Background: an optimization exercise with open tools, aiming at small area, a short achievable clock period and few clock cycles. Do not read the settings as production practice. The RTL was checked by simulation tests, not by an equivalence proof against the original design. Power and IR drop assume default switching activity.

## config.mk

```make
export PLATFORM = sky130hd
export DESIGN_NAME = priority_power_sequencer
export DESIGN_NICKNAME = priority_power_sequencer
export VERILOG_FILES = /design/flow/design.v
export SDC_FILE = /design/flow/constraint.sdc
export NUM_CORES = 4
export LEC_CHECK = 0
export CAP_MARGIN = 20
export CORE_MARGIN = 2
export CORE_UTILIZATION = 50
export SETUP_SLACK_MARGIN = 2.5
export SLEW_MARGIN = 20
```

## constraint.sdc

```tcl
create_clock -name core_clock -period 8.0 [get_ports {clk}]
set_input_delay 1.6000 -clock core_clock [delete_from_list [all_inputs] [get_ports {clk}]]
set_output_delay 1.6000 -clock core_clock [all_outputs]
set_load 0.01 [all_outputs]
```

## design.v

```verilog
package pps_pkg;
  localparam int MAX_NODES = 16;
  localparam int TIME_W    = 32;
  localparam int PADDR_W   = 3;
  localparam int DIV_BITS  = 4;    
  localparam logic [2:0] OP_REG  = 3'd0;
  localparam logic [2:0] OP_SHUT = 3'd1;
  localparam logic [2:0] OP_CUT  = 3'd2;
  localparam logic [2:0] OP_BOOT = 3'd3;
  localparam logic [2:0] OP_TICK = 3'd4;
  localparam logic [3:0] EV_REGD     = 4'd0;
  localparam logic [3:0] EV_DUP      = 4'd1;
  localparam logic [3:0] EV_FULL     = 4'd2;
  localparam logic [3:0] EV_REJ      = 4'd3;
  localparam logic [3:0] EV_SHUT     = 4'd4;
  localparam logic [3:0] EV_DN_START = 4'd5;
  localparam logic [3:0] EV_DN_DONE  = 4'd6;
  localparam logic [3:0] EV_CUT      = 4'd7;
  localparam logic [3:0] EV_OFF      = 4'd8;
  localparam logic [3:0] EV_BOOT     = 4'd9;
  localparam logic [3:0] EV_UP_START = 4'd10;
  localparam logic [3:0] EV_UP_DONE  = 4'd11;
  localparam logic [3:0] EV_ON       = 4'd12;
  localparam logic [1:0] MODE_ON   = 2'd0;
  localparam logic [1:0] MODE_DOWN = 2'd1;
  localparam logic [1:0] MODE_OFF  = 2'd2;
  localparam logic [1:0] MODE_BOOT = 2'd3;
  localparam logic [0:0] REG_BOOT_DELAY = 1'b0;
  localparam logic [1:0] WK_CUT  = 2'd0;
  localparam logic [1:0] WK_DOWN = 2'd1;
  localparam logic [1:0] WK_UP   = 2'd2;
  typedef struct packed {
    logic [2:0]  op;
    logic [31:0] now;
    logic [15:0] node_id;
    logic [2:0]  priority_req;
    logic [31:0] batt_life;
    logic [15:0] fail_mask;
  } in_t;
  typedef struct packed {
    logic [3:0]  event_res;
    logic [15:0] node_id_res;
    logic        node_valid;
    logic [31:0] time_res;
    logic        clean;
    logic        forced;
    logic [31:0] detail_value;
    logic [1:0]  system_state;
    logic [15:0] graceful_count;
    logic [15:0] cutoff_count;
    logic        last;
  } out_t;
endpackage
import pps_pkg::*;
module pps_div (
  input  logic [3:0]  rem_i,
  input  logic [DIV_BITS-1:0] dbits_i,    
  input  logic [3:0]  d1,
  input  logic [4:0]  d2,
  input  logic [5:0]  d3,
  output logic [3:0]  rem_o,
  output logic [DIV_BITS-1:0] qbits_o
);
  logic [5:0] trial [DIV_BITS/2];
  logic [3:0] r [DIV_BITS/2+1];
  always_comb begin
    r[0] = rem_i;
    for (int k = 0; k < DIV_BITS / 2; k++) begin
      trial[k] = {r[k], dbits_i[DIV_BITS-1-2*k -: 2]};
      if (trial[k] >= d3) begin
        qbits_o[DIV_BITS-1-2*k -: 2] = 2'd3;
        r[k+1] = 4'(trial[k] - d3);
      end else if (trial[k] >= {1'b0, d2}) begin
        qbits_o[DIV_BITS-1-2*k -: 2] = 2'd2;
        r[k+1] = 4'(trial[k] - {1'b0, d2});
      end else if (trial[k] >= {2'b0, d1}) begin
        qbits_o[DIV_BITS-1-2*k -: 2] = 2'd1;
        r[k+1] = 4'(trial[k] - {2'b0, d1});
      end else begin
        qbits_o[DIV_BITS-1-2*k -: 2] = 2'd0;
        r[k+1] = trial[k][3:0];
      end
    end
    rem_o = r[DIV_BITS/2];
  end
endmodule
import pps_pkg::*;
module pps_rbuf (
  input  logic [15:0]      mask,
  input  logic             desc,
  input  logic [7:0][15:0] lvl,      
  output logic [15:0]      sel
);
  logic [7:0]  la, f, hi, lo;
  logic [15:0] cand, below;
  always_comb begin
    for (int p = 0; p < 8; p++) la[p] = |(mask & lvl[p]);
    for (int p = 0; p < 8; p++) begin
      hi[p] = 1'b0;
      lo[p] = 1'b0;
      for (int q = 0; q < 8; q++) begin
        if (q > p) hi[p] = hi[p] | la[q];
        if (q < p) lo[p] = lo[p] | la[q];
      end
      f[p] = la[p] & (desc ? !hi[p] : !lo[p]);
    end
    cand = '0;
    for (int p = 0; p < 8; p++) cand = cand | (lvl[p] & {16{f[p]}});
    cand = cand & mask;
    below[0] = 1'b0;
    for (int i = 1; i < 16; i++) below[i] = below[i-1] | cand[i-1];
    sel = cand & ~below;
  end
endmodule
import pps_pkg::*;
module priority_power_sequencer (
  input  logic                  clk,
  input  logic                  rst_n,
  input  logic                  in_valid,
  output logic                  in_stall,
  input  pps_pkg::in_t          in_data,
  output logic                  out_valid,
  input  logic                  out_stall,
  output pps_pkg::out_t         out_data,
  input  logic                  psel,
  input  logic                  penable,
  input  logic                  pwrite,
  input  logic [pps_pkg::PADDR_W-1:0] paddr,
  input  logic [31:0]           pwdata,
  output logic [31:0]           prdata,
  output logic                  pready
);
  localparam int DIV_STEPS = 32 / DIV_BITS;
  localparam logic [1:0] TR_NONE = 2'd0, TR_OFF = 2'd1, TR_OFFF = 2'd2, TR_ON = 2'd3;
  localparam logic [1:0] PL_IDLE = 2'd0, PL_LOOP = 2'd1, PL_PLAN = 2'd2, PL_LOAD = 2'd3;
  logic [15:0] ids_r [MAX_NODES];
  logic [2:0]  pri_r [MAX_NODES];
  logic [15:0] up_r;           
  logic [15:0] zd_r;           
  logic [4:0]  cnt_r;
  logic [7:0]  present_r;
  logic [1:0]  mode_r;
  logic [15:0] grace_r, cut_r;
  logic [31:0] delay_r;
  logic [32:0] a1_r, a2_r;     
  logic        init_r;         
  logic [7:0]  rl_r;           
  logic [15:0] lvd_r;          
  logic [31:0] step_r;         
  logic [32:0] dl_r;           
  logic        lz_r;           
  logic        dlp_r;          
  logic        div_busy_r;
  logic        dspec_r;        
  logic [3:0]  dsor_r;         
  logic [4:0]  dsor2_r;
  logic [5:0]  dsor3_r;
  logic [3:0]  drem_r;
  logic [4:0]  dcnt_r;
  logic        ov_r;
  logic [3:0]  oev_r;
  logic [15:0] oid_r;
  logic        ovld_r, ocln_r, ofrc_r, olast_r, oshut_r;
  logic [31:0] now_r;
  logic [15:0] pend_r;         
  logic        pnz_r;          
  logic [15:0] nsel_r;         
  logic [15:0] fail_r;
  logic [1:0]  ekind_r;
  logic        half_r;         
  logic        cclean_r;
  logic [1:0]  etrl_r;
  logic [1:0]  pl_r;
  logic        pcut_r;
  logic [1:0]  pkind_r;
  logic [1:0]  ptrl_r;
  logic        pzero_r;
  logic        pown_r;         
  logic [4:0]  pcnt_r;         
  assign pready = 1'b1;
  assign prdata = (paddr[2] == REG_BOOT_DELAY) ? delay_r : 32'd0;
  always_ff @(posedge clk) begin
    if (!rst_n) begin
      delay_r <= 32'd1000;
    end else if (psel && penable && pwrite && paddr[2] == REG_BOOT_DELAY) begin
      delay_r <= pwdata;
    end
  end
  logic [15:0]      vmask;
  logic [7:0][15:0] lvl;
  logic [15:0]      match;
  logic [3:0]       gnow;
  always_comb begin
    for (int i = 0; i < MAX_NODES; i++) begin
      vmask[i] = 5'(i) < cnt_r;
      match[i] = ids_r[i] == in_data.node_id;
      for (int p = 0; p < 8; p++) lvl[p][i] = pri_r[i] == 3'(p);
    end
    gnow = 4'($countones(present_r));
  end
  logic        op_walk;        
  logic        desc_pl;
  logic        sched_ok;
  logic        cutoff_now, due1, due2;
  logic [7:0]  fb, fb_hi, fb_lo, rl2, fb2, fb2_hi, fb2_lo;
  logic [15:0] pm_fin, pm_sel, pick_pl, f1x, f2x;
  logic [1:0]  ptrl_fin;
  logic        pzero_fin;
  logic [4:0]  pc_sel;
  logic [33:0] t1, t2;
  logic [32:0] t1_sat, t2_sat;
  always_comb begin
    op_walk  = (in_data.op == OP_CUT && mode_r != MODE_OFF) ||
               (in_data.op == OP_TICK && (mode_r == MODE_DOWN || mode_r == MODE_BOOT));
    desc_pl  = mode_r == MODE_BOOT;
    sched_ok = !div_busy_r && !init_r;
    cutoff_now = in_data.op == OP_CUT ||
                 (mode_r == MODE_DOWN && (lz_r || {1'b0, in_data.now} >= dl_r));
    t1 = {1'b0, a2_r} + {2'b0, step_r};
    t2 = {1'b0, a2_r} + {1'b0, step_r, 1'b0};
    t1_sat = (a2_r[32] || t1[33:32] != 2'd0) ? {1'b1, 32'd0} : t1[32:0];
    t2_sat = (a2_r[32] || t2[33:32] != 2'd0) ? {1'b1, 32'd0} : t2[32:0];
    for (int p = 0; p < 8; p++) begin
      fb_hi[p] = 1'b0;
      fb_lo[p] = 1'b0;
      for (int q = 0; q < 8; q++) begin
        if (q > p) fb_hi[p] = fb_hi[p] | rl_r[q];
        if (q < p) fb_lo[p] = fb_lo[p] | rl_r[q];
      end
      fb[p] = rl_r[p] & (desc_pl ? !fb_hi[p] : !fb_lo[p]);
    end
    rl2 = rl_r & ~fb;
    for (int p = 0; p < 8; p++) begin
      fb2_hi[p] = 1'b0;
      fb2_lo[p] = 1'b0;
      for (int q = 0; q < 8; q++) begin
        if (q > p) fb2_hi[p] = fb2_hi[p] | rl2[q];
        if (q < p) fb2_lo[p] = fb2_lo[p] | rl2[q];
      end
      fb2[p] = rl2[p] & (desc_pl ? !fb2_hi[p] : !fb2_lo[p]);
    end
    due1 = (rl_r != 8'd0) &&
           ((in_data.now == 32'hFFFF_FFFF) || (!a1_r[32] && in_data.now >= a1_r[31:0]));
    due2 = (rl2 != 8'd0) &&
           ((in_data.now == 32'hFFFF_FFFF) || (!a2_r[32] && in_data.now >= a2_r[31:0]));
    for (int i = 0; i < MAX_NODES; i++) begin
      f1x[i] = fb[pri_r[i]];
      f2x[i] = fb[pri_r[i]] | fb2[pri_r[i]];
    end
    if (mode_r == MODE_DOWN) begin
      pm_fin   = up_r & lvd_r;
      ptrl_fin = ((up_r & ~lvd_r) == 16'd0) ? TR_OFF : TR_NONE;
    end else begin
      pm_fin   = vmask & ~up_r & (zd_r | lvd_r);
      ptrl_fin = ((vmask & ~up_r & ~(zd_r | lvd_r)) == 16'd0) ? TR_ON : TR_NONE;
    end
    pzero_fin = pm_fin == 16'd0 && ptrl_fin == TR_NONE;
    pm_sel    = (pl_r == PL_PLAN && pcut_r) ? up_r : pm_fin;
    pc_sel    = 5'($countones(pm_sel));
  end
  logic        em_idle, out_free, node_ok;
  logic [15:0] pend_nx, pick_nx, id_sel;
  logic [3:0]  ev_node;
  always_comb begin
    node_ok  = pnz_r && !pown_r;
    em_idle  = !half_r && etrl_r == TR_NONE && !node_ok;
    out_free = !ov_r || !out_stall;
    pend_nx  = pend_r & ~nsel_r;
    id_sel   = '0;
    for (int i = 0; i < MAX_NODES; i++) id_sel = id_sel | (ids_r[i] & {16{nsel_r[i]}});
  end
  logic        pick_pl_sel;
  logic [15:0] pick_out;
  assign pick_pl_sel = !node_ok && pl_r != PL_LOAD;
  pps_rbuf u_pick (.mask(pick_pl_sel ? pm_sel : pend_nx),
                   .desc(pick_pl_sel ? (desc_pl && !(pl_r == PL_PLAN && pcut_r)) : (ekind_r == WK_UP)),
                   .lvl(lvl), .sel(pick_out));
  assign pick_pl = pick_out;
  assign pick_nx = pick_out;
  logic        ready, zero_rec, accept, take;
  logic        dup, full;
  logic [4:0]  pc_a;
  logic [16:0] cut_sum, grace_sum;
  logic [15:0] cut_sat, grace_sat;
  always_comb begin
    ready    = !op_walk || pl_r == PL_LOAD || (pl_r == PL_PLAN && pzero_r);
    zero_rec = (in_data.op == OP_TICK) &&
               ((mode_r == MODE_ON || mode_r == MODE_OFF) || pzero_r);
    accept   = in_valid && ready && (zero_rec || (em_idle && out_free));
    take     = accept && !zero_rec;
    dup      = |(vmask & match);
    full     = cnt_r[4];
    pc_a     = pcnt_r;
    cut_sum   = {1'b0, cut_r} + {12'd0, pc_a};
    grace_sum = {1'b0, grace_r} + {12'd0, pc_a};
    cut_sat   = cut_sum[16] ? 16'hFFFF : cut_sum[15:0];
    grace_sat = grace_sum[16] ? 16'hFFFF : grace_sum[15:0];
    ev_node  = (ekind_r == WK_CUT) ? EV_CUT : (ekind_r == WK_DOWN ? EV_DN_START : EV_UP_START);
  end
  assign in_stall = in_valid && !(ready && (zero_rec || (em_idle && out_free)));
  logic [3:0]          drem_nx;
  logic [DIV_BITS-1:0] dq_nx;
  pps_div u_div (.rem_i(drem_r), .dbits_i(step_r[31 -: DIV_BITS]), .d1(dsor_r), .d2(dsor2_r), .d3(dsor3_r),
                 .rem_o(drem_nx), .qbits_o(dq_nx));
  always_ff @(posedge clk) begin
    if ((pl_r == PL_IDLE || pl_r == PL_LOOP) && in_valid && op_walk && !dlp_r) begin
      if (cutoff_now) begin
        pcut_r  <= 1'b1;
        pkind_r <= WK_CUT;
        ptrl_r  <= TR_OFFF;
        pzero_r <= 1'b0;
        pl_r    <= PL_PLAN;
      end else if (sched_ok) begin
        pcut_r  <= 1'b0;
        if (due2) begin
          lvd_r <= lvd_r | f2x;
          rl_r  <= rl2 & ~fb2;
          a1_r  <= t1_sat;
          a2_r  <= t2_sat;
          pl_r  <= PL_LOOP;
        end else if (due1) begin
          lvd_r <= lvd_r | f1x;
          rl_r  <= rl2;
          a1_r  <= a2_r;
          a2_r  <= t1_sat;
          pl_r  <= PL_LOOP;
        end else begin
          pkind_r <= desc_pl ? WK_UP : WK_DOWN;
          ptrl_r  <= ptrl_fin;
          pzero_r <= pzero_fin;
          pl_r    <= (!pzero_fin && !node_ok) ? PL_LOAD : PL_PLAN;
        end
      end
    end
    if (pl_r == PL_PLAN && !pzero_r && !node_ok) pl_r <= PL_LOAD;
    if (pl_r != PL_LOAD && !node_ok && in_valid && op_walk) begin
      pend_r  <= pm_sel;
      pnz_r   <= pm_sel != 16'd0;
      pcnt_r  <= pc_sel;
      nsel_r  <= pick_pl;
      ekind_r <= (pl_r == PL_PLAN) ? pkind_r : (desc_pl ? WK_UP : WK_DOWN);
      pown_r  <= 1'b1;
    end
    if (accept) begin
      pl_r   <= PL_IDLE;
      pown_r <= 1'b0;
    end
    if (div_busy_r) begin
      drem_r <= drem_nx;
      step_r <= {step_r[31-DIV_BITS:0], dq_nx};
      dcnt_r <= dcnt_r - 1'b1;
      if (dcnt_r == 1) div_busy_r <= 1'b0;
    end
    if (dlp_r && !(ov_r && oshut_r)) begin
      dl_r  <= {1'b0, a2_r[31:0]} + {1'b0, dl_r[31:0]};
      dlp_r <= 1'b0;
    end
    if (init_r && !div_busy_r && !dlp_r) begin
      a1_r   <= t1_sat;
      a2_r   <= t2_sat;
      init_r <= 1'b0;
    end
    if (in_valid && in_data.op == OP_SHUT && mode_r == MODE_ON && present_r != 8'd0 && !dspec_r) begin
      step_r     <= in_data.batt_life;
      drem_r     <= 4'd0;
      dsor_r     <= 4'(gnow + 4'd1);
      dsor2_r    <= 5'({gnow, 1'b0} + 5'd2);
      dsor3_r    <= 6'(3 * gnow + 3);
      dcnt_r     <= 5'(DIV_STEPS);
      div_busy_r <= 1'b1;
      dspec_r    <= 1'b1;
    end
    if (accept) dspec_r <= 1'b0;
    if (out_free) ov_r <= 1'b0;
    if (take) begin
      now_r   <= in_data.now;
      fail_r  <= in_data.fail_mask;
      ov_r    <= 1'b1;
      oid_r   <= 16'd0;
      ovld_r  <= 1'b0;
      ocln_r  <= 1'b0;
      ofrc_r  <= 1'b0;
      olast_r <= 1'b1;
      oshut_r <= 1'b0;
      oev_r   <= EV_REJ;
      half_r  <= 1'b0;
      etrl_r  <= TR_NONE;
      unique case (in_data.op)
        OP_REG: begin
          oid_r  <= in_data.node_id;
          ovld_r <= 1'b1;
          oev_r  <= dup ? EV_DUP : (full ? EV_FULL : EV_REGD);
        end
        OP_SHUT: begin
          if (mode_r == MODE_ON) begin
            oev_r   <= EV_SHUT;
            oshut_r <= 1'b1;
          end
        end
        OP_BOOT: begin
          if (mode_r == MODE_OFF) oev_r <= EV_BOOT;
        end
        OP_CUT, OP_TICK: begin
          if (op_walk) begin
            if (pnz_r) begin
              oid_r    <= id_sel;
              ovld_r   <= 1'b1;
              oev_r    <= ev_node;
              half_r   <= ekind_r != WK_CUT;
              cclean_r <= !(|(in_data.fail_mask & nsel_r));
              pend_r   <= pend_nx;
        pnz_r    <= pend_nx != 16'd0;
              pnz_r    <= pend_nx != 16'd0;
              nsel_r   <= pick_nx;
              etrl_r   <= ptrl_r;
              olast_r  <= 1'b0;
            end else begin
              oev_r    <= (ptrl_r == TR_ON) ? EV_ON : EV_OFF;
              ofrc_r   <= ptrl_r == TR_OFFF;
            end
          end
        end
        default: ;
      endcase
    end else if (!em_idle && out_free) begin
      ov_r <= 1'b1;
      if (half_r) begin
        oev_r   <= 4'(oev_r + 4'd1);
        ocln_r  <= (oev_r == EV_DN_START) && cclean_r;
        half_r  <= 1'b0;
        olast_r <= !node_ok && etrl_r == TR_NONE;
      end else if (node_ok) begin
        oid_r    <= id_sel;
        ovld_r   <= 1'b1;
        ocln_r   <= 1'b0;
        oev_r    <= ev_node;
        half_r   <= ekind_r != WK_CUT;
        cclean_r <= !(|(fail_r & nsel_r));
        pend_r   <= pend_nx;
        pnz_r    <= pend_nx != 16'd0;
        nsel_r   <= pick_nx;
        olast_r  <= (ekind_r == WK_CUT) && pend_nx == 16'd0 && etrl_r == TR_NONE;
      end else begin
        oid_r   <= 16'd0;
        ovld_r  <= 1'b0;
        ocln_r  <= 1'b0;
        oev_r   <= (etrl_r == TR_ON) ? EV_ON : EV_OFF;
        ofrc_r  <= etrl_r == TR_OFFF;
        olast_r <= 1'b1;
        etrl_r  <= TR_NONE;
      end
    end
    if (take) begin
      unique case (in_data.op)
        OP_REG: begin
          if (!dup && !full) begin
            ids_r[cnt_r[3:0]] <= in_data.node_id;
            pri_r[cnt_r[3:0]] <= in_data.priority_req;
            up_r[cnt_r[3:0]]  <= mode_r == MODE_ON;
            zd_r[cnt_r[3:0]]  <= 1'b1;
            cnt_r             <= 5'(cnt_r + 5'd1);
            present_r         <= present_r | (8'd1 << in_data.priority_req);
          end
        end
        OP_SHUT: begin
          if (mode_r == MODE_ON) begin
            mode_r  <= MODE_DOWN;
            a2_r    <= {1'b0, in_data.now};
            init_r  <= 1'b1;
            dlp_r   <= 1'b1;
            dl_r    <= {1'b0, in_data.batt_life};
            lz_r    <= in_data.batt_life == 32'd0;
            rl_r    <= present_r;
            lvd_r   <= 16'd0;
            zd_r    <= 16'd0;
            if (present_r == 8'd0) begin
              div_busy_r <= 1'b0;
            end
          end
        end
        OP_BOOT: begin
          if (mode_r == MODE_OFF) begin
            mode_r     <= MODE_BOOT;
            a2_r       <= {1'b0, in_data.now};
            init_r     <= 1'b1;
            step_r     <= delay_r;
            rl_r       <= present_r;
            lvd_r      <= 16'd0;
            zd_r       <= 16'd0;
            div_busy_r <= 1'b0;
            dlp_r      <= 1'b0;
          end
        end
        OP_CUT, OP_TICK: begin
          if (op_walk) begin
            unique case (ekind_r)
              WK_CUT: begin
                up_r   <= 16'd0;
                cut_r  <= cut_sat;
                mode_r <= MODE_OFF;
              end
              WK_DOWN: begin
                up_r    <= up_r & ~pend_r;
                grace_r <= grace_sat;
                if (ptrl_r != TR_NONE) mode_r <= MODE_OFF;
              end
              default: begin
                up_r <= up_r | pend_r;
                if (ptrl_r != TR_NONE) mode_r <= MODE_ON;
              end
            endcase
          end
        end
        default: ;
      endcase
    end
    if (!rst_n) begin
      pl_r       <= PL_IDLE;
      div_busy_r <= 1'b0;
      dspec_r    <= 1'b0;
      init_r     <= 1'b0;
      dlp_r      <= 1'b0;
      pown_r     <= 1'b0;
      ov_r       <= 1'b0;
      half_r     <= 1'b0;
      etrl_r     <= TR_NONE;
      pend_r     <= 16'd0;
      pnz_r      <= 1'b0;
      mode_r     <= MODE_ON;
      cnt_r      <= 5'd0;
      present_r  <= 8'd0;
      up_r       <= 16'd0;
      grace_r    <= 16'd0;
      cut_r      <= 16'd0;
    end
  end
  assign out_valid = ov_r;
  always_comb begin
    out_data.event_res      = oev_r;
    out_data.node_id_res    = oid_r;
    out_data.node_valid     = ovld_r;
    out_data.time_res       = now_r;
    out_data.clean          = ocln_r;
    out_data.forced         = ofrc_r;
    out_data.detail_value   = oshut_r ? dl_r[31:0] : 32'd0;
    out_data.system_state   = mode_r;
    out_data.graceful_count = grace_r;
    out_data.cutoff_count   = cut_r;
    out_data.last           = olast_r;
  end
endmodule
```

## run.sh

```bash
#!/bin/bash
# synth_recipe.tcl (not shown) runs the flow's synth.tcl, then flattens the netlist and writes it again
# the make line also repeats each setting of config.mk as NAME=value (left out here)
make -C /OpenROAD-flow-scripts/flow DESIGN_CONFIG=/design/flow/config.mk WORK_HOME=/design/flow/orfs CLKGATE_MAP_FILE= SYNTH_SCRIPT=/design/flow/synth_recipe.tcl finish
```

==> results.json, run 1 <==
{
  "antenna_left": 0,
  "grtUsageMet3": 0.08067,
  "synth_top_area_cell": "edfxtp_1",
  "place_hpwl_um": 148700,
  "finalHoldViolCount": 0,
  "crit_fanout": 18,
  "worstMarginPinSlew_ns": 1.140,
  "cts_tree": "built",
  "firstDrtPassIters": 6,
  "start_util": 0.5055,
  "layout-drive-gt1-share": 0.09506,
  "layout.cells.non_filler": 6946,
  "synthCells": 5400,
  "crit_path_start_kind": "register",
  "ir_worst_vdd_uv": 184.1,
  "area_growth_pct": 16.04,
  "reg2reg_to": "nsel_r[5]$_DFF_P_",
  "synth-main-ff-cell": "edfxtp_1",
  "clockRootBuffer": "clkbuf_16",
  "worstSetupPathType": "reg2reg",
  "diodes": 0,
  "worst_hold_path_type": "reg2reg",
  "cp.arrival_ns": 6.09,
  "comb_power_share": 0.430,
  "slew-limit-headroom": 0.2344,
  "ctsHoldBuffers": 0,
  "ys_types": 117,
  "antenna_found_initial": 5,
  "row_count": 114,
  "p_int_mw": 9.451,
  "p_seq_frac": 0.322,
  "fin_crit_sh": 0.6887,
  "synth_edf_count": 449,
  "drc": 0,
  "grt_use_total": 0.3896,
  "switching_power_mw": 6.377,
  "period_minus_slack_ns": 5.510,
  "insertion_delay_ns": 0.69,
  "ff2ff_path_depth": 15,
  "p_leak_nw": 21.10,
  "netSwitchingFraction": 0.4029,
  "final.setup_skew_ns": 0.03972,
  "grt_pass1_vias": 42860,
  "ys_top_cells_by_area": "edfxtp_1 (28%), dfxtp_1 (11%), ha_1 (6.5%), a21oi_1 (4.1%), nand2_1 (3.8%)",
  "clk_pin_slew_worst_paths_ns": 0.06,
  "grt-ovfl-total": 0,
  "die_x_um": 316.9,
  "vias": 45620,
  "critPathCaptureType": "register",
  "power_density_mw_per_mm2": 278.6,
  "clock.fmax_mhz": 181.5,
  "htreeDepth": 3,
  "gr-max-usage-layer": "met2",
  "grt_pass1_wl_um": 287600,
  "vias_per_cell": 6.568,
  "coreArea_mm2": 0.09685,
  "post-place-cells": 6765,
  "setup_viol": 0,
  "drt_iter0_drc": 5525,
  "worstPathRequired_ns": 8.58,
  "critical_path.endpoint": "nsel_r[5]$_DFF_P_",
  "synth_seq_area_share": 0.3862,
  "ys_seq_elements": 720,
  "grt_util_met1": 0.4800,
  "synth-async-reset-ratio": 0,
  "synth_area_mm2": 0.04895,
  "worstSetupStartpoint": "cnt_r[3]$_SDFFE_PN0P_",
  "power.share.clock": 0.248,
  "grt_max_degree": 67,
  "final_nets": 6032,
  "ios": 301,
  "slew_violations": 0,
  "clockBufferDepth": 3,
  "synth_top_cell_area_share": 0.2754,
  "maxCapViolCount": 0,
  "setup_tns_ns": 0,
  "dieHeight_um": 316.9,
  "grt_use_met2": 0.6217,
  "cts_made_buffers": 84,
  "rsz0062_at_grt": "yes",
  "wl_per_cell_um": 28.88,
  "outcome": "no timing/DRC/antenna violations",
  "gp_routability_congestion": 1.051,
  "wl_um": 200600,
  "dieArea_mm2": 0.1004,
  "io_buffers": 297,
  "synth_nets": 5824,
  "rrSetupSlack_ns": 2.49,
  "r2r_start": "cnt_r[3]$_SDFFE_PN0P_",
  "yosysWarnings": 5,
  "avgSynthCellArea_um2": 9.065,
  "clock_sinks": 720
}
-- cell usage in the layout, fill, tap and decap left out, drive strengths merged, types with 32 or more instances in the layout --
cell / netlist / layout
dfxtp: 271 / 271
a21o: 92 / 92
o22ai: 46 / 46
inv: 230 / 232
and3: 33 / 33
a22oi: 136 / 136
clkbuf: 292 / 114
a22o: 43 / 43
xor2: 212 / 212
a21oi: 403 / 403
nor2b: 105 / 105
or3: 47 / 47
nand4: 95 / 95
and2: 63 / 63
buf: 49 / 165
nand2: 501 / 501
nand3: 129 / 129
a31oi: 42 / 42
nor2: 450 / 453
nand2b: 65 / 65
a221oi: 52 / 52
ha: 255 / 255
clkdlybuf4s50: 0 / 281
mux4: 42 / 42
nor3: 119 / 119
xnor2: 171 / 171
o21ai: 320 / 320
edfxtp: 449 / 449
a211oi: 51 / 51
nand3b: 32 / 32
mux2i: 50 / 50
o211ai: 51 / 51
nor4: 82 / 82
-- cell families (layout without fill, tap and decap cells) --
logic type	Yosys count	after routing	synth area share
AOI/OAI and AO/OA	1535	1535	0.2104
xor gates and xnor gates	383	383	0.06852
adders and majority gates	281	281	0.07560
buffers and inverters	574	841	0.04667
DFF	720	720	0.3862
muxes	100	100	0.03139
other	1	1	0.00007660
and+or+nand+nor	1806	1809	0.1811
-- metal layers --
| layer | vias to the layer above | share of wire |
|---|---|---|
| li1 | 20450 | - |
| met3 | 640 | 0.099 |
| met1 | 21830 | 0.37 |
| met2 | 2700 | 0.45 |
| met5 | - | 0.00020 |
| met4 | 6 | 0.077 |
-- state kept, by name, indices dropped and copies added (netlist names), 5 cells and up --
register and flops:
cnt_r 5, oid_r 16, fail_r 16, now_r 32
pend_r 16, pri_r 48, lvd_r 16, dl_r 33
up_r 16, ids_r 256, zd_r 16, dsor3_r 6
present_r 8, step_r 32, delay_r 32, nsel_r 16
a2_r 33, pcnt_r 5, dcnt_r 5, rl_r 8
a1_r 33, cut_r 16, grace_r 16
-- critical path: stages, from the launching register on --
cell and delay (ns):
dfxtp_4 0.45, a31oi_2 0.47, or3_1 0.46, nor3_1 0.17
or2_1 0.38, a32oi_1 0.33, o311ai_1 0.27, or4_1 0.64
nor2_4 0.25, a22o_2 0.33, nand2_1 0.36, o221ai_1 0.34
a211o_1 0.36, nand3b_1 0.22, nor2_1 0.08, a32o_1 0.28
-- through the flow --
step	power (mW)	setup WS, ns	hold slack [ns]	util	instance area [µm²]
after detailed placement	11.76	1.212	0.4480	0.5498	53250
after global placement	11.71	1.269	0.4484	0.5499	53250
after global routing	16.71	2.497	0.4896	0.5865	56800
after CTS	15.74	2.479	0.4588	0.5832	56490
final	15.83	2.490	0.4597	0.5865	56800
after floorplan	9.525	2.805	0.4367	-	48970
-- what timing repair did --
action / 4_1_cts / 5_1_grt
cloned: 1 / 2
pin swaps: 12 / 11
setup endpoints to repair: 348 / 90
gates resized for setup: 95 / 57
setup buffers: 17 / 13
-- power by group through the flow --
stage / Sequential, mW / Clock (mW) / Combinational, mW
5_1_grt: 5.11 / 4.12 / 7.49
2_1_floorplan: 4.78 / 0 / 4.75
3_5_place_dp: 5.16 / 0 / 6.61
3_3_place_gp: 5.15 / 0 / 6.55
6_report: 5.09 / 3.93 / 6.80
4_1_cts: 5.08 / 3.98 / 6.68
-- how the worst min path moves through the flow --
| stage | start | to | slack, ns | cells past startpoint |
|---|---|---|---|---|
| 3_5_place_dp | ocln_r$_SDFFE_PP0P_ | ocln_r$_SDFFE_PP0P_ | 0.45 | 2 |
| 2_1_floorplan | ocln_r$_SDFFE_PP0P_ | ocln_r$_SDFFE_PP0P_ | 0.44 | 2 |
| 5_1_grt | ocln_r$_SDFFE_PP0P_ | ocln_r$_SDFFE_PP0P_ | 0.49 | 2 |
| 6_report | ocln_r$_SDFFE_PP0P_ | ocln_r$_SDFFE_PP0P_ | 0.46 | 2 |
| 3_3_place_gp | ocln_r$_SDFFE_PP0P_ | ocln_r$_SDFFE_PP0P_ | 0.45 | 2 |
| 4_1_cts | ocln_r$_SDFFE_PP0P_ | ocln_r$_SDFFE_PP0P_ | 0.46 | 2 |
-- synthesized netlist by cell type (all sizes together) (33+ instances only) --
cell      n
dfxtp   271
a21oi   403
nor4     82
nand2b   65
a221oi   52
nand2   501
o211ai   51
buf      49
edfxtp  449
a21o     92
o22ai    46
nor3    119
mux4     42
nand3   129
clkbuf  292
a211oi   51
a22oi   136
mux2i    50
a31oi    42
nand4    95
or3      47
nor2b   105
o21ai   320
nor2    450
and3     33
a22o     43
xor2    212
xnor2   171
and2     63
inv     230
ha      255
-- layout make-up --
class | instances | area (µm²)
tap | 1276 | 1597
multi-input combinational | 4109 | 28360
fill | 8697 | 40050
inverter | 233 | 880.8
clock inverter | 37 | 457.9
timing repair buffer | 460 | 4224
clock buffer | 111 | 2346
sequential | 720 | 18930
Testbench counts, summed over its fixed seeds: cycles 16,209.
==> run 2: changes to the inputs <==
--- a/config.mk
+++ b/config.mk
@@ -7,6 +7,6 @@
 export LEC_CHECK = 0
 export CAP_MARGIN = 20
 export CORE_MARGIN = 2
-export CORE_UTILIZATION = 50
+export CORE_UTILIZATION = 65
 export SETUP_SLACK_MARGIN = 2.5
 export SLEW_MARGIN = 20
==> run 2 against run 1 <==
Effect of this change:
- still clean
- synthesized cell count did not move
- sequential power about the same
- sequential share of layout area is 0.29 points higher
- hold slack got worse by 0.0042 ns
- routed wire length grew 0.36%
- clock skew rose by 0.018 ns
==> results.json, run 2 <==
{
  "antenna_left": 0,
  "cts_tree": "built",
  "io_buffers": 297,
  "synth_top_cell_area_share": 0.2754,
  "final_cell_mix": "nand2_1 (495), edfxtp_1 (449), nor2_1 (428)",
  "rsz0062_at_grt": "yes",
  "insertion_delay_ns": 0.70,
  "worst-path-buf-inv": 0,
  "worst_hold_path_type": "reg2reg",
  "die_x_um": 278.4,
  "setup_viol": 0,
  "ctsHoldBuffers": 0,
  "multi_input_area_mm2": 0.02837,
  "worstMarginPinSlew_ns": 1.185,
  "grt_pass1_vias": 46570,
  "synth-async-reset-ratio": 0,
  "slowest_stage": "o21ai_1",
  "synthTopCellsByCount": "nand2_1 (499), edfxtp_1 (449), nor2_1 (446), a21oi_1 (400), o21ai_0 (303)",
  "gp_routability_congestion": 1.086,
  "layout-drive-gt1-share": 0.09205,
  "slowest_delay_ns": 0.84,
  "crit_path_start_kind": "register",
  "critPathCaptureType": "register",
  "worstPathRequired_ns": 8.62,
  "place_hpwl_um": 141900,
  "synth_top_area_cell": "edfxtp_1",
  "grt_use_total": 0.5028,
  "yosysWarnings": 5,
  "synth_area_mm2": 0.04895,
  "final.setup_skew_ns": 0.05811,
  "largest_register_ffs": 256,
  "drc": 0,
  "slew-limit-headroom": 0.2027,
  "power_density_mw_per_mm2": 282.2,
  "crit_fanout": 19,
  "final_common_cell": "nand2_1",
  "area_growth_pct": 15.03,
  "ff2ff_path_depth": 15,
  "ys_top_cells_by_area": "edfxtp_1 (28%), dfxtp_1 (11%), ha_1 (6.5%), a21oi_1 (4.1%), nand2_1 (3.8%)",
  "antenna_found_initial": 17,
  "path_cells": "o21ai_1 -> a211oi_4 -> a21oi_4 -> o311a_1 -> nand4_1 -> a2111oi_1 -> nand3_2 -> nand2b_1 -> o32a_2 -> or2_4 -> mux4_2 -> mux2i_2 -> nand2_1 -> nor3_1 -> a22o_1",
  "cp.depth": 15,
  "n_fill_cell": 5075,
  "dieArea_mm2": 0.07752,
  "grtUsageMet3": 0.1676,
  "grt_max_degree": 67,
  "grt_pass1_wl_um": 291500,
  "final_core_util": 0.7564,
  "ir_worst_vdd_uv": 226.0,
  "vias_per_cell": 7.330,
  "grt_use_met2": 0.7649,
  "finalHoldViolCount": 0,
  "cp.arrival_ns": 6.32,
  "outcome": "no timing/DRC/antenna violations",
  "grt-ovfl-total": 0,
  "ff_latch_area_mm2": 0.01893,
  "yosys.cell_count.top_type": "nand2_1",
  "clock_sinks": 720,
  "grt_util_met1": 0.5621,
  "coreArea_mm2": 0.07445,
  "synthCells": 5400,
  "rrSetupSlack_ns": 2.29,
  "drt_iter0_drc": 7548,
  "synth_nets": 5824,
  "worstSetupPathType": "reg2reg",
  "maxCapViolCount": 0,
  "fin_crit_sh": 0.7131,
  "htreeDepth": 3,
  "gr-max-usage-layer": "met2",
  "clock.fmax_mhz": 175.3,
  "ys_seq_elements": 720,
  "final_nets": 6018,
  "clk_pin_slew_worst_paths_ns": 0.07,
  "period_minus_slack_ns": 5.705,
  "synth_edf_count": 449,
  "wl_um": 201300,
  "clockBufferDepth": 3,
  "avgSynthCellArea_um2": 9.065,
  "wl_per_cell_um": 30.34,
  "critPathTopFamily": "compound AO/OA/AOI/OAI gates",
  "ys_types": 117,
  "holdWs_ns": 0.4555,
  "firstDrtPassIters": 12,
  "p_leak_nw": 21.00,
  "synth-main-ff-cell": "edfxtp_1",
  "hold_depth": 2,
  "vias": 48640,
  "clockRootBuffer": "clkbuf_16",
  "row_count": 100,
  "setup_tns_ns": 0,
  "ios": 301,
  "synth_seq_area_share": 0.3862,
  "dieHeight_um": 278.4,
  "cts_made_buffers": 79,
  "slew_violations": 0,
  "start_util": 0.6576
}
-- run 2: changes by cell type in the layout (fill, tap and decap cells not counted), moves of 4 or more --
cell / before / now
buf_12: 2 / 6
clkbuf_16: 86 / 79
diode_2: 0 / 6
buf_4: 153 / 145
buf_6: 8 / 4
clkinv_2: 10 / 16
-- run 2: metrics by stage --
step | setup WS, ns | area, µm² | cells | power, mW
global route | 2.339 | 56300 | 6632 | 16.58
finish | 2.295 | 56310 | 6635 | 15.89
detailed placement | 1.433 | 52800 | 6449 | 11.68
global placement | 1.598 | 52810 | 6449 | 11.52
CTS | 2.436 | 55880 | 6618 | 15.47
floorplan | 2.805 | 48970 | 5400 | 9.525
-- run 2: final cells by class --
cell class	count	area share
multi-input cells	4108	0.5039
flip-flops and latches	720	0.3362
repair buffers	452	0.07482
clock buffers	100	0.03775
well taps	969	0.02153
inverters	233	0.01567
clock inverters	47	0.009866
diodes	6	0.0002666
-- run 2: tightest hold or removal path, cell delays in order (launching register included) --
cell	delay, ns
dfxtp_1	0.31
nand2_1	0.05
a21oi_1	0.05
-- run 2: power by group --
group / internal (mW) / switching, mW / total, mW
sequential: 4.38 / 0.736 / 5.12
clock: 2.14 / 1.67 / 3.81
combinational: 2.82 / 4.15 / 6.96
total: 9.34 / 6.55 / 15.9
-- run 2: logic make-up (layout without fill, tap and decap cells) --
| group | Yosys count | in the layout | share of synthesized area |
|---|---|---|---|
| buf+inv | 574 | 832 | 0.04667 |
| fa+ha+maj | 281 | 281 | 0.07560 |
| compound gates | 1535 | 1535 | 0.2104 |
| other cells | 1 | 7 | 0.00007660 |
| xor+xnor | 383 | 383 | 0.06852 |
| simple gates | 1806 | 1808 | 0.1811 |
| mux | 100 | 100 | 0.03139 |
| flops | 720 | 720 | 0.3862 |
-- run 2: metal layers --
| metal | wire length [µm] | vias to the layer above | share of wire |
|---|---|---|---|
| met3 | 28730 | 1411 | 0.14 |
| met2 | 85660 | 4452 | 0.43 |
| met5 | 151 | - | 0.00075 |
| met1 | 63300 | 22340 | 0.31 |
| met4 | 23490 | 14 | 0.12 |
| li1 | - | 20420 | - |
-- run 2: final timing paths --
kind,start,end
worst max-delay path,cnt_r[0]$_SDFFE_PN0P_,nsel_r[8]$_DFF_P_
worst min-delay path,ocln_r$_SDFFE_PP0P_,ocln_r$_SDFFE_PP0P_
worst max register to register,cnt_r[0]$_SDFFE_PN0P_,nsel_r[8]$_DFF_P_
worst min register to register,ocln_r$_SDFFE_PP0P_,ocln_r$_SDFFE_PP0P_
-- run 2: timing repair --
item	4_1_cts	5_1_grt
pin swaps	13	11
endpoints found under the setup margin	352	267
cloned	0	2
gates resized for setup	69	69
buffers inserted	22	9
==> run 3: changes to the inputs <==
--- a/config.mk
+++ b/config.mk
@@ -7,6 +7,6 @@
 export LEC_CHECK = 0
 export CAP_MARGIN = 20
 export CORE_MARGIN = 2
-export CORE_UTILIZATION = 65
-export SETUP_SLACK_MARGIN = 2.5
+export CORE_UTILIZATION = 50
+export SETUP_SLACK_MARGIN = 3.0
 export SLEW_MARGIN = 20
==> run 3 against run 2 <==
Effect of this change:
- synthesized area stayed put
- final area is 3.3% higher
- maximum frequency is 12% higher
- power is 1.1% higher
- utilization is 16 points lower
- register-to-register slack better by 0.63 ns
- largest power group unchanged
- still clean
- routed wire length is 1.4% higher
==> results.json, run 3 <==
{
  "outcome": "no timing/DRC/antenna violations",
  "dieArea_mm2": 0.1004,
  "synth_seq_area_share": 0.3862,
  "clockBufferDepth": 3,
  "ff_latch_area_mm2": 0.01895,
  "grt_pass1_vias": 43330,
  "holdWs_ns": 0.4562,
  "synth_edf_count": 449,
  "die_x_um": 316.9,
  "post-place-cells": 6772,
  "reg2reg_to": "nsel_r[6]$_DFF_P_",
  "rsz0062_at_grt": "yes",
  "htreeDepth": 3,
  "insertion_delay_ns": 0.72,
  "p_leak_nw": 21.77,
  "synth-main-ff-cell": "edfxtp_1",
  "antenna_left": 0,
  "clk_pin_slew_worst_paths_ns": 0.06,
  "place_worst_setup_slack_ns": 1.349,
  "hold_path_startpoint": "ocln_r$_SDFFE_PP0P_",
  "avgSynthCellArea_um2": 9.065,
  "hold_depth": 2,
  "fin_crit_sh": 0.6348,
  "final_cell_mix": "nand2_1 (493), edfxtp_1 (449), nor2_1 (422)",
  "cts_tree": "built",
  "synth_area_mm2": 0.04895,
  "p_total_mw": 16.06,
  "synthCells": 5400,
  "worst_hold_path_type": "reg2reg",
  "wl_met1_um": 74520,
  "period_minus_slack_ns": 5.078,
  "row_count": 114,
  "ys_top_cells_by_area": "edfxtp_1 (28%), dfxtp_1 (11%), ha_1 (6.5%), a21oi_1 (4.1%), nand2_1 (3.8%)",
  "synth_nets": 5824,
  "crit_fanout": 30,
  "drt_iter0_drc": 6070,
  "coreArea_mm2": 0.09685,
  "wl_per_cell_um": 29.07,
  "synth-async-reset-ratio": 0,
  "rrSetupSlack_ns": 2.92,
  "slowest_stage": "or3b_2",
  "place_area_mm2": 0.05334,
  "antenna_found_initial": 7,
  "clockRootBuffer": "clkbuf_16",
  "vias": 46270,
  "cts_made_buffers": 83,
  "final.setup_skew_ns": 0.06209,
  "layout.cells.non_filler": 7026,
  "wl_um": 204200,
  "slowest_delay_ns": 0.47,
  "grt_pass1_wl_um": 291200,
  "yosys.cell_count.top_type": "nand2_1",
  "grt_use_total": 0.3947,
  "ys_types": 117,
  "worstMarginPinSlew_ns": 1.155,
  "p_int_mw": 9.524,
  "power.share.clock": 0.244,
  "final_common_cell": "nand2_1",
  "worst_slack_ns": 2.922,
  "path_common_cell": "buf_4",
  "clock_sinks": 720,
  "multi_input_area_mm2": 0.02890,
  "drc": 0,
  "place_hpwl_um": 149500,
  "largest_register_ffs": 256,
  "routed.top_layer": "met5",
  "final_cell_area_mm2": 0.05816,
  "power_density_mw_per_mm2": 276.2,
  "setup_viol": 0,
  "area_growth_pct": 18.80,
  "wl_met3_um": 20610,
  "ff2ff_path_depth": 20,
  "grt_max_degree": 69,
  "worstSetupPathType": "reg2reg",
  "ctsHoldBuffers": 0,
  "critPathCaptureType": "register",
  "comb_power_share": 0.438,
  "setup_tns_ns": 0,
  "crit_path_start_kind": "register",
  "maxCapViolCount": 0,
  "yosysWarnings": 5,
  "n_fill_cell": 8587,
  "ys_seq_elements": 720,
  "cp.arrival_ns": 5.67,
  "vias_per_cell": 6.586,
  "holdPathEnd": "ocln_r$_SDFFE_PP0P_",
  "p_seq_frac": 0.318,
  "synthTopCellsByCount": "nand2_1 (499), edfxtp_1 (449), nor2_1 (446), a21oi_1 (400), o21ai_0 (303)",
  "slew-limit-headroom": 0.2249,
  "switching_power_mw": 6.536,
  "r2r_start": "mode_r[0]$_SDFFE_PN0P_",
  "synth_top_cell_area_share": 0.2754,
  "final_nets": 6101,
  "path_cells": "buf_4 -> and3b_1 -> o21ai_4 -> o41ai_4 -> buf_12 -> a21oi_4 -> o22a_1 -> and4_1 -> nand4_1 -> buf_6 -> or3_4 -> o31a_4 -> or3b_2 -> a31oi_1 -> o41ai_2 -> buf_4 -> nand3b_1 -> buf_4 -> nor4_4 -> a22o_1",
  "finalHoldViolCount": 0,
  "ir_worst_vdd_uv": 213.9,
  "clock.fmax_mhz": 196.9,
  "final_core_util": 0.6005,
  "start_util": 0.5055,
  "io_buffers": 297,
  "gp_routability_congestion": 1.058,
  "layout-drive-gt1-share": 0.1169,
  "dieHeight_um": 316.9,
  "ios": 301,
  "grt-ovfl-total": 0,
  "dr_wl_met2_um": 92980,
  "worstPathRequired_ns": 8.59,
  "synth_top_area_cell": "edfxtp_1",
  "firstDrtPassIters": 7,
  "netSwitchingFraction": 0.4070,
  "slew_violations": 0
}
==> run 3: cell counts after synthesis <==
No cell type changed its count.
==> run 3: repair_timing <==
item | 4_1_cts | 5_1_grt
resized for setup | 213 | 107
setup buffers | 57 | 36
hold endpoints to repair | 0 | 0
endpoints found under the setup margin | 610 | 462
pin swaps | 31 | 34
cloned | 1 | 2
==> run 3: logic make-up (layout without fill, tap and decap cells) <==
logic type,Yosys count,in the layout,synth area share
compound gates,1535,1535,0.2104
xor+xnor,383,383,0.06852
fa+ha+maj,281,281,0.07560
buf+inv,574,920,0.04667
flops,720,720,0.3862
mux,100,100,0.03139
other cells,1,4,0.00007660
simple gates,1806,1807,0.1811
==> run 3: worst max-delay path by stage <==
stage	from	endpoint	slack, ns	cells past startpoint
after global routing	mode_r[0]$_SDFFE_PN0P_	nsel_r[13]$_DFF_P_	2.92	20
final	mode_r[0]$_SDFFE_PN0P_	nsel_r[6]$_DFF_P_	2.92	20
after CTS	a2_r[1]$_DFF_P_	a2_r[10]$_DFF_P_	2.98	18
after floorplan	in_data[60]	ids_r[11][0]$_DFFE_PP_	2.91	14
after detailed placement	in_data[101]	grace_r[14]$_SDFFE_PN0P_	1.35	18
after global placement	in_data[65]	ids_r[12][1]$_DFFE_PP_	1.38	14
==> run 3: worst max-delay path, delay by kind of cell, from the launching register on <==
family                 cells  cell delay, ns
and+or+nand+nor            7            1.75
DFF                        1            0.31
buffers and inverters      5            0.97
AOI/OAI and AO/OA          8            1.94
==> run 3: routing by layer <==
layer,up-vias,GRT usage
li1,20580,-
met1,22220,0.4869
met2,2815,0.6282
met3,656,0.07702
met4,6,0.2657
met5,-,0
==> run 3: power groups by stage <==
stage | Clock, mW | Sequential (mW) | Combinational [mW]
final | 3.92 | 5.11 | 7.03
after global routing | 4.11 | 5.12 | 7.69
after CTS | 3.95 | 5.09 | 6.80
after detailed placement | 0 | 5.17 | 6.67
after global placement | 0 | 5.16 | 6.60
after floorplan | 0 | 4.78 | 4.75
==> run 3: layout make-up <==
cell class,instances,share of cell area
antenna,3,0.0001291
clock buffer,108,0.03888
clock inverter,47,0.008993
inverter,233,0.01521
multi-input combinational,4107,0.4969
sequential,720,0.3258
tap,1276,0.02745
timing repair buffer,531,0.08657
timing repair inverter,1,0.0001291
==> run 4: changes to the inputs <==
--- a/config.mk
+++ b/config.mk
@@ -10,3 +10,4 @@
 export CORE_UTILIZATION = 50
 export SETUP_SLACK_MARGIN = 3.0
 export SLEW_MARGIN = 20
+export TNS_END_PERCENT = 100
==> run 4 against run 3 <==
Effect of this change:
- first-iteration DRC count did not move
- critical path depth unchanged
- synthesized area is the same
- clock skew unchanged
- synthesized cell count stayed put
- power stayed put
- combinational power barely moved
- critical endpoint unchanged
- cell count is the same
==> results.json, run 4 <==
{
  "outcome": "no timing/DRC/antenna violations",
  "io_buffers": 297,
  "synth_nets": 5824,
  "worstPathRequired_ns": 8.59,
  "antenna_found_initial": 7,
  "synth_top_area_cell": "edfxtp_1",
  "clock_sinks": 720,
  "gp_routability_congestion": 1.058,
  "maxCapViolCount": 0,
  "slew_violations": 0,
  "rsz0062_at_grt": "yes",
  "fin_crit_sh": 0.6348,
  "firstDrtPassIters": 7,
  "dieArea_mm2": 0.1004,
  "dieHeight_um": 316.9,
  "power_density_mw_per_mm2": 276.2,
  "final.setup_skew_ns": 0.06209,
  "synth-main-ff-cell": "edfxtp_1",
  "slew-limit-headroom": 0.2249,
  "crit_fanout": 30,
  "wl_um": 204200,
  "final_cell_mix": "nand2_1 (493), edfxtp_1 (449), nor2_1 (422)",
  "synthTopCellsByCount": "nand2_1 (499), edfxtp_1 (449), nor2_1 (446), a21oi_1 (400), o21ai_0 (303)",
  "synthCells": 5400,
  "antenna_left": 0,
  "place_hpwl_um": 149500,
  "drt_iter0_drc": 6070,
  "worst_hold_path_type": "reg2reg",
  "cts_made_buffers": 83,
  "row_count": 114,
  "crit_path_start_kind": "register",
  "synth_edf_count": 449,
  "drc": 0,
  "final_cell_area_mm2": 0.05816,
  "clockRootBuffer": "clkbuf_16",
  "largest_register_ffs": 256,
  "clk_pin_slew_worst_paths_ns": 0.06,
  "ys_seq_elements": 720,
  "grt-ovfl-total": 0,
  "synth-async-reset-ratio": 0,
  "yosys.cell_count.top_type": "nand2_1",
  "clock.fmax_mhz": 196.9,
  "p_leak_nw": 21.77,
  "cts_tree": "built",
  "synth_area_mm2": 0.04895,
  "finalHoldViolCount": 0,
  "grt_max_degree": 69,
  "start_util": 0.5055,
  "critPathCaptureType": "register",
  "coreArea_mm2": 0.09685,
  "worstMarginPinSlew_ns": 1.155,
  "worstSetupPathType": "reg2reg",
  "die_x_um": 316.9,
  "p_total_mw": 16.06,
  "synth_seq_area_share": 0.3862,
  "final_nets": 6101,
  "insertion_delay_ns": 0.72,
  "avgSynthCellArea_um2": 9.065,
  "clockBufferDepth": 3,
  "vias_per_cell": 6.586,
  "ys_types": 117,
  "synth_top_cell_area_share": 0.2754,
  "grt_use_total": 0.3947,
  "final_core_util": 0.6005,
  "setup_tns_ns": 0,
  "final_common_cell": "nand2_1",
  "vias": 46270,
  "period_minus_slack_ns": 5.078,
  "grt_pass1_wl_um": 291200,
  "ios": 301,
  "layout-drive-gt1-share": 0.1169,
  "ir_worst_vdd_uv": 213.9,
  "htreeDepth": 3,
  "grt_pass1_vias": 43330,
  "ys_top_cells_by_area": "edfxtp_1 (28%), dfxtp_1 (11%), ha_1 (6.5%), a21oi_1 (4.1%), nand2_1 (3.8%)",
  "wl_per_cell_um": 29.07,
  "yosysWarnings": 5,
  "setup_viol": 0,
  "area_growth_pct": 18.80,
  "cp.arrival_ns": 5.67,
  "place_area_mm2": 0.05334
}
run 4: cell counts after synthesis:
No cell type changed its count.
run 4: logic make-up (layout without fill, tap and decap cells):
group | Yosys count | in the layout | synth area share
XOR/XNOR | 383 | 383 | 0.06852
other | 1 | 4 | 0.00007660
adder cells (fa/ha/maj) | 281 | 281 | 0.07560
flip-flops | 720 | 720 | 0.3862
multiplexers | 100 | 100 | 0.03139
AND/OR/NAND/NOR | 1806 | 1807 | 0.1811
AO/OA/AOI/OAI | 1535 | 1535 | 0.2104
buffers and inverters | 574 | 920 | 0.04667
run 4: worst paths after layout:
path / start / to / slack, ns / cells past startpoint
setup / recovery: mode_r[0]$_SDFFE_PN0P_ / nsel_r[6]$_DFF_P_ / 2.92 / 20
hold / removal: ocln_r$_SDFFE_PP0P_ / ocln_r$_SDFFE_PP0P_ / 0.46 / 2
setup reg to reg: mode_r[0]$_SDFFE_PN0P_ / nsel_r[6]$_DFF_P_ / 2.92 / 20
hold reg to reg: ocln_r$_SDFFE_PP0P_ / ocln_r$_SDFFE_PP0P_ / 0.46 / 2
run 4: stage by stage:
stage                     setup WS, ns  hold WS, ns  std cells
after detailed placement         1.349       0.4506       6772
final                            2.922       0.4562       7026
after CTS                        2.980       0.4584       6985
after global placement           1.384       0.4470       6772
after global routing             2.922       0.4781       7023
after floorplan                  2.912       0.4367       5400
run 4: power breakdown:
group          switching, mW  internal [mW]  leakage, nW
sequential             0.725           4.38         6.30
clock                   1.71           2.22         1.34
combinational           4.11           2.93         14.1
run 4: repair_timing:
item / 4_1_cts / 5_1_grt
endpoints found under the setup margin: 610 / 462
hold buffers: 0 / 0
gates cloned: 1 / 2
pin swaps: 31 / 34
buffers inserted: 57 / 36
gates resized for setup: 213 / 107
run 4: critical path, cell delays in order, from the launching register on:
cell and delay [ns]:
dfxtp_1 0.31, buf_4 0.25, and3b_1 0.27, o21ai_4 0.31, o41ai_4 0.16, buf_12 0.16, a21oi_4 0.29, o22a_1 0.27
and4_1 0.22, nand4_1 0.19, buf_6 0.23, or3_4 0.44, o31a_4 0.44, or3b_2 0.47, a31oi_1 0.19, o41ai_2 0.08
buf_4 0.18, nand3b_1 0.12, buf_4 0.15, nor4_4 0.04, a22o_1 0.20
run 4: layout make-up:
| class | instances | area [µm²] |
|---|---|---|
| Fill cell | 8587 | 38690 |
| Multi-Input combinational cell | 4107 | 28900 |
| Sequential cell | 720 | 18950 |
| Timing Repair Buffer | 531 | 5035 |
| Clock buffer | 108 | 2261 |
| Tap cell | 1276 | 1597 |
| Inverter | 233 | 884.6 |
| Clock inverter | 47 | 523.0 |
| Timing Repair inverter | 1 | 7.507 |
| Antenna cell | 3 | 7.507 |
run 4: layer usage:
metal,vias up,wire length [µm],track usage
li1,20580,-,-
met1,22220,74520,0.4869
met2,2815,92980,0.6282
met3,656,20610,0.07702
met4,6,16080,0.2657
met5,-,39,0
==> run 5: changes to the inputs <==
--- a/config.mk
+++ b/config.mk
@@ -8,6 +8,5 @@
 export CAP_MARGIN = 20
 export CORE_MARGIN = 2
 export CORE_UTILIZATION = 50
-export SETUP_SLACK_MARGIN = 3.0
+export SETUP_SLACK_MARGIN = 3.3
 export SLEW_MARGIN = 20
-export TNS_END_PERCENT = 100
==> run 5 against run 4 <==
Effect of this change:
- cell count rose by 1.3%
- routed wire length grew 1.5%
- non-clock buffer count up 93
- via count up 1.6%
- worst setup slack improved by 0.18 ns
- hold slack improved by 0.0086 ns
- clock-buffer cell count is 6 higher
- critical path type unchanged
==> results.json, run 5 <==
{
  "reg2reg_to": "nsel_r[11]$_DFF_P_",
  "antenna_found_initial": 5,
  "finalHoldViolCount": 0,
  "slew_violations": 0,
  "final_common_cell": "nand2_1",
  "coreArea_mm2": 0.09685,
  "final.setup_skew_ns": 0.03166,
  "ys_seq_elements": 720,
  "wl_um": 207400,
  "outcome": "no timing/DRC/antenna violations",
  "setup_viol": 0,
  "grt-ovfl-total": 0,
  "synthCells": 5400,
  "grt_max_degree": 62,
  "wl_per_cell_um": 29.12,
  "ios": 301,
  "p_int_mw": 9.782,
  "ff2ff_path_depth": 16,
  "comb_power_share": 0.440,
  "yosysWarnings": 5,
  "synthTopCellsByCount": "nand2_1 (499), edfxtp_1 (449), nor2_1 (446), a21oi_1 (400), o21ai_0 (303)",
  "r2r_start": "pcut_r$_SDFFCE_PP1P_",
  "critPathCaptureType": "register",
  "synth_top_area_cell": "edfxtp_1",
  "worst-path-buf-inv": 2,
  "synth_area_mm2": 0.04895,
  "clock.fmax_mhz": 204.1,
  "ctsHoldBuffers": 0,
  "slowest_delay_ns": 0.58,
  "final_nets": 6197,
  "worstPathRequired_ns": 8.62,
  "fin_crit_sh": 0.6126,
  "synth-main-ff-cell": "edfxtp_1",
  "synth_seq_area_share": 0.3862,
  "n_fill_cell": 8438,
  "p_leak_nw": 22.39,
  "hold_depth": 2,
  "largest_register_ffs": 256,
  "power.share.clock": 0.247,
  "grt_pass1_wl_um": 295300,
  "cts_tree": "built",
  "rsz0062_at_grt": "yes",
  "slew-limit-headroom": 0.1737,
  "post-place-cells": 6776,
  "area_growth_pct": 22.05,
  "p_seq_frac": 0.314,
  "synth-async-reset-ratio": 0,
  "period_minus_slack_ns": 4.901,
  "yosys.cell_count.top_type": "nand2_1",
  "start_util": 0.5055,
  "avgSynthCellArea_um2": 9.065,
  "crit_path_start_kind": "register",
  "synth_top_cell_area_share": 0.2754,
  "power_density_mw_per_mm2": 274.5,
  "switching_power_mw": 6.620,
  "rrSetupSlack_ns": 3.10,
  "gp_routability_congestion": 1.040,
  "setup_tns_ns": 0,
  "grt_pass1_vias": 43640,
  "crit_fanout": 13,
  "row_count": 114,
  "path_cells": "and3b_2 -> buf_12 -> o21ai_4 -> buf_4 -> o32a_1 -> o211ai_1 -> nor3_1 -> nand4_1 -> or4_4 -> or4_4 -> o41a_4 -> mux4_2 -> nand2_1 -> o211ai_1 -> nand2b_1 -> o21ai_1",
  "cp.arrival_ns": 5.52,
  "hold_path_startpoint": "delay_r[24]$_SDFFE_PN0P_",
  "htreeDepth": 3,
  "maxCapViolCount": 0,
  "io_buffers": 297,
  "worst_hold_path_type": "reg2reg",
  "layout.cells.non_filler": 7120,
  "slowest_stage": "or4_4",
  "holdWs_ns": 0.4648,
  "clock_sinks": 720,
  "worstMarginPinSlew_ns": 1.229,
  "critPathTopFamily": "simple AND/OR/NAND/NOR gates",
  "clockRootBuffer": "clkbuf_16",
  "dieArea_mm2": 0.1004,
  "ys_types": 117,
  "insertion_delay_ns": 0.70,
  "ys_top_cells_by_area": "edfxtp_1 (28%), dfxtp_1 (11%), ha_1 (6.5%), a21oi_1 (4.1%), nand2_1 (3.8%)",
  "worstSetupStartpoint": "pcut_r$_SDFFCE_PP1P_",
  "netSwitchingFraction": 0.4036,
  "die_x_um": 316.9,
  "final_cell_mix": "nand2_1 (487), edfxtp_1 (449), nor2_1 (422)",
  "ir_worst_vdd_uv": 210.3,
  "firstDrtPassIters": 6,
  "synth_edf_count": 449,
  "worstSetupPathType": "reg2reg",
  "drt_iter0_drc": 6192,
  "antenna_left": 0,
  "dieHeight_um": 316.9,
  "clockBufferDepth": 3,
  "synth_nets": 5824,
  "vias": 47010,
  "layout-drive-gt1-share": 0.1489,
  "grt_use_total": 0.4001,
  "place_hpwl_um": 150100,
  "holdPathEnd": "delay_r[24]$_SDFFE_PN0P_",
  "vias_per_cell": 6.603,
  "clk_pin_slew_worst_paths_ns": 0.07,
  "drc": 0,
  "cts_made_buffers": 82
}
==> run 5: cell counts after synthesis <==
No cell type changed its count.
==> run 5: worst max-delay path by stage <==
stage | cells past startpoint | end
3_3_place_gp | 14 | ids_r[0][3]$_DFFE_PP_
5_1_grt | 18 | nsel_r[14]$_DFF_P_
2_1_floorplan | 14 | ids_r[3][0]$_DFFE_PP_
3_5_place_dp | 14 | ids_r[0][3]$_DFFE_PP_
6_report | 16 | nsel_r[11]$_DFF_P_
4_1_cts | 18 | nsel_r[10]$_DFF_P_
==> run 5: stage by stage <==
step	power, mW	util	area, µm²	setup WS [ns]
2_1_floorplan	9.537	-	49130	3.302
3_3_place_gp	11.75	0.5513	53390	1.252
3_5_place_dp	11.82	0.5515	53420	1.249
4_1_cts	16.05	0.6029	58390	3.149
5_1_grt	17.22	0.6169	59740	3.005
6_report	16.40	0.6169	59750	3.099
==> run 5: per-layer routing <==
| layer | wire length [µm] | part of all wire | vias to the layer above | GRT usage |
|---|---|---|---|---|
| li1 | - | - | 20760 | - |
| met1 | 76110 | 0.37 | 22720 | 0.4927 |
| met2 | 93900 | 0.45 | 2860 | 0.6380 |
| met3 | 21010 | 0.10 | 676 | 0.07897 |
| met4 | 16320 | 0.079 | 6 | 0.2674 |
| met5 | 35 | 0.00017 | - | 0 |
==> run 5: worst min-delay path, cell delays in order, from the launching register on <==
cell	delay (ns)
dfxtp_1	0.31
nand2_1	0.05
a21oi_1	0.05
==> run 5: layout make-up <==
type	count	area, µm²	share of cell area
antenna	2	5.005	0.00008377
inverter	233	893.4	0.01495
timing repair buffer	624	5882	0.09845
tap	1276	1597	0.02672
sequential	720	18950	0.3172
clock buffer	114	2360	0.03950
multi-input combinational	4110	29540	0.4944
clock inverter	39	501.7	0.008398
timing repair inverter	2	15.01	0.0002513
==> run 5: cells by family after synthesis <==
kind of cell / Yosys count / share of synthesized area
simple gates: 1806 / 0.1811
compound gates: 1535 / 0.2104
flops: 720 / 0.3862
buf+inv: 574 / 0.04667
xor+xnor: 383 / 0.06852
fa+ha+maj: 281 / 0.07560
mux: 100 / 0.03139
other cells: 1 / 0.00007660
==> run 5: what timing repair did <==
item,in CTS,in global routing
buffers inserted,105,74
resized for setup,338,173
pin swaps,85,77
endpoints found under the setup margin,624,492
gates cloned,5,5
==> run 5: power by group through the flow <==
stage          registers, mW  clock network (mW)  logic, mW
3_3_place_gp            5.20                   0       6.56
4_1_cts                 5.12                4.07       6.86
2_1_floorplan           4.78                   0       4.76
6_report                5.14                4.04       7.22
5_1_grt                 5.15                4.20       7.87
3_5_place_dp            5.20                   0       6.62
==> run 6: changes to the inputs <==
--- a/config.mk
+++ b/config.mk
@@ -7,6 +7,6 @@
 export LEC_CHECK = 0
 export CAP_MARGIN = 20
 export CORE_MARGIN = 2
-export CORE_UTILIZATION = 50
-export SETUP_SLACK_MARGIN = 3.3
+export CORE_UTILIZATION = 40
+export SETUP_SLACK_MARGIN = 3.0
 export SLEW_MARGIN = 20
==> run 6 against run 5 <==
Effect of this change:
- critical path depth up 4
- still clean
- cell count up 4.1%
- largest cell class unchanged
- final area down 1.4%
- register-to-register slack worse by 0.20 ns
- synthesized area unchanged
- hold slack worse by 0.00066 ns
- via count down 1.8%
- largest power group unchanged
- clock power down 4%
==> results.json, run 6 <==
{
  "grt_pass1_vias": 43210,
  "synthTopCellsByCount": "nand2_1 (499), edfxtp_1 (449), nor2_1 (446), a21oi_1 (400), o21ai_0 (303)",
  "vias_per_cell": 6.233,
  "grt_max_degree": 63,
  "ys_seq_elements": 720,
  "ys_types": 117,
  "fin_crit_sh": 0.6381,
  "yosysWarnings": 5,
  "yosys.cell_count.top_type": "nand2_1",
  "synth_edf_count": 449,
  "synth-async-reset-ratio": 0,
  "final_cell_area_mm2": 0.05891,
  "synth-main-ff-cell": "edfxtp_1",
  "finalHoldViolCount": 0,
  "post-place-cells": 7118,
  "wl_um": 208000,
  "power_density_mw_per_mm2": 271.1,
  "antenna_left": 0,
  "gp_routability_congestion": 1.014,
  "r2r_start": "pcut_r$_SDFFCE_PP1P_",
  "p_leak_nw": 21.91,
  "cts_made_buffers": 86,
  "firstDrtPassIters": 6,
  "layout-drive-gt1-share": 0.1271,
  "worst_hold_path_type": "reg2reg",
  "vias": 46190,
  "grt-ovfl-total": 0,
  "avgSynthCellArea_um2": 9.065,
  "final.setup_skew_ns": 0.05291,
  "io_buffers": 297,
  "clk_pin_slew_worst_paths_ns": 0.06,
  "ir_worst_vdd_uv": 220.3,
  "antenna_found_initial": 7,
  "setup_viol": 0,
  "hold_depth": 2,
  "rsz0062_at_grt": "yes",
  "coreArea_mm2": 0.1216,
  "ios": 301,
  "die_x_um": 353.8,
  "place_hpwl_um": 151400,
  "clockRootBuffer": "clkbuf_16",
  "cp.arrival_ns": 5.70,
  "drc": 0,
  "dieHeight_um": 353.8,
  "htreeDepth": 3,
  "worstMarginPinSlew_ns": 1.314,
  "ff2ff_path_depth": 20,
  "maxCapViolCount": 0,
  "clockBufferDepth": 3,
  "p_total_mw": 15.97,
  "worstPathRequired_ns": 8.60,
  "dieArea_mm2": 0.1252,
  "holdPathEnd": "delay_r[16]$_SDFFE_PN0P_",
  "synth_top_cell_area_share": 0.2754,
  "layout.cells.non_filler": 7411,
  "hold_path_startpoint": "delay_r[16]$_SDFFE_PN0P_",
  "final_core_util": 0.4847,
  "setup_tns_ns": 0,
  "drt_iter0_drc": 6078,
  "period_minus_slack_ns": 5.105,
  "start_util": 0.4027,
  "synth_area_mm2": 0.04895,
  "clock.fmax_mhz": 195.9,
  "place_area_mm2": 0.05375,
  "grt_use_total": 0.3174,
  "synth_seq_area_share": 0.3862,
  "area_growth_pct": 20.35,
  "wl_per_cell_um": 28.07,
  "final_nets": 6135,
  "outcome": "no timing/DRC/antenna violations",
  "grt_pass1_wl_um": 296100
}
-- run 6: cell counts after synthesis --
No cell type changed its count.
-- run 6: logic make-up (layout without fill, tap and decap cells) --
family | Yosys count | in the layout | synth area share
buf+inv | 574 | 956 | 0.04667
other cells | 1 | 3 | 0.00007660
fa+ha+maj | 281 | 281 | 0.07560
mux | 100 | 100 | 0.03139
flops | 720 | 720 | 0.3862
simple gates | 1806 | 1807 | 0.1811
xor+xnor | 383 | 383 | 0.06852
compound gates | 1535 | 1536 | 0.2104
-- run 6: per-stage QoR --
stage	hold slack, ns	worst slack (ns)
after floorplan	0.4367	2.912
after global placement	0.4480	1.456
after detailed placement	0.4573	1.444
after CTS	0.4659	2.968
after global routing	0.4887	2.814
final	0.4641	2.895
-- run 6: cell type report --
cell class | instances | area, µm²
Fill cell | 11330 | 62640
Sequential cell | 720 | 18940
Multi-Input combinational cell | 4108 | 29050
Timing Repair inverter | 1 | 7.507
Inverter | 233 | 884.6
Clock inverter | 35 | 354.1
Clock buffer | 126 | 2411
Tap cell | 1625 | 2033
Antenna cell | 2 | 5.005
Timing Repair Buffer | 561 | 5230
-- run 6: where the power goes --
part           internal (mW)  switching (mW)  leakage, nW
Combinational           2.91            4.02         14.3
Clock                   2.15            1.74         1.33
Sequential              4.38           0.766         6.31
-- run 6: worst max-delay path by stage --
stage                                  end  cells after the start                  from
global placement        a1_r[10]$_DFFE_PP_                     12           in_data[81]
floorplan           ids_r[11][0]$_DFFE_PP_                     14           in_data[60]
finish                   nsel_r[8]$_DFF_P_                     20  pcut_r$_SDFFCE_PP1P_
CTS                     nsel_r[15]$_DFF_P_                     19  pcut_r$_SDFFCE_PP1P_
detailed placement       a1_r[5]$_DFFE_PP_                     12           in_data[81]
global route            nsel_r[11]$_DFF_P_                     18  pcut_r$_SDFFCE_PP1P_
-- run 6: worst max-delay path, cell delays in order (launching register included) --
cell,delay [ns]
edfxtp_1,0.51
and3b_2,0.35
buf_6,0.17
o2111ai_4,0.25
o311a_4,0.28
nand3b_1,0.20
o2111ai_2,0.19
nor4_4,0.44
nand3_2,0.13
or3_4,0.44
o32a_1,0.42
buf_4,0.16
or2_4,0.23
buf_6,0.13
buf_12,0.12
mux2i_1,0.17
a211o_4,0.24
nand3b_1,0.17
buf_4,0.14
nor4_4,0.04
a22o_1,0.22
-- run 6: routing by layer --
| metal | GRT usage | vias to the layer above | part of all wire |
|---|---|---|---|
| met5 | 0 | - | 0.00028 |
| met4 | 0.1580 | 10 | 0.059 |
| met3 | 0.06423 | 600 | 0.098 |
| met2 | 0.5110 | 2671 | 0.46 |
| met1 | 0.4050 | 22270 | 0.39 |
| li1 | - | 20640 | - |
-- run 6: timing repair --
action | CTS | global route
setup endpoints to repair | 609 | 553
cloned | 3 | 2
pin swaps | 36 | 66
setup buffers | 71 | 54
gates resized for setup | 184 | 158

Setup slack of run 6, layout unchanged: 2.895 ns with ideal ports, 2.895 ns with driving cells assumed (clock clkbuf_16, inputs buf_2), 2.268 ns with port delays also shifted by the 0.776 ns mid clock arrival.
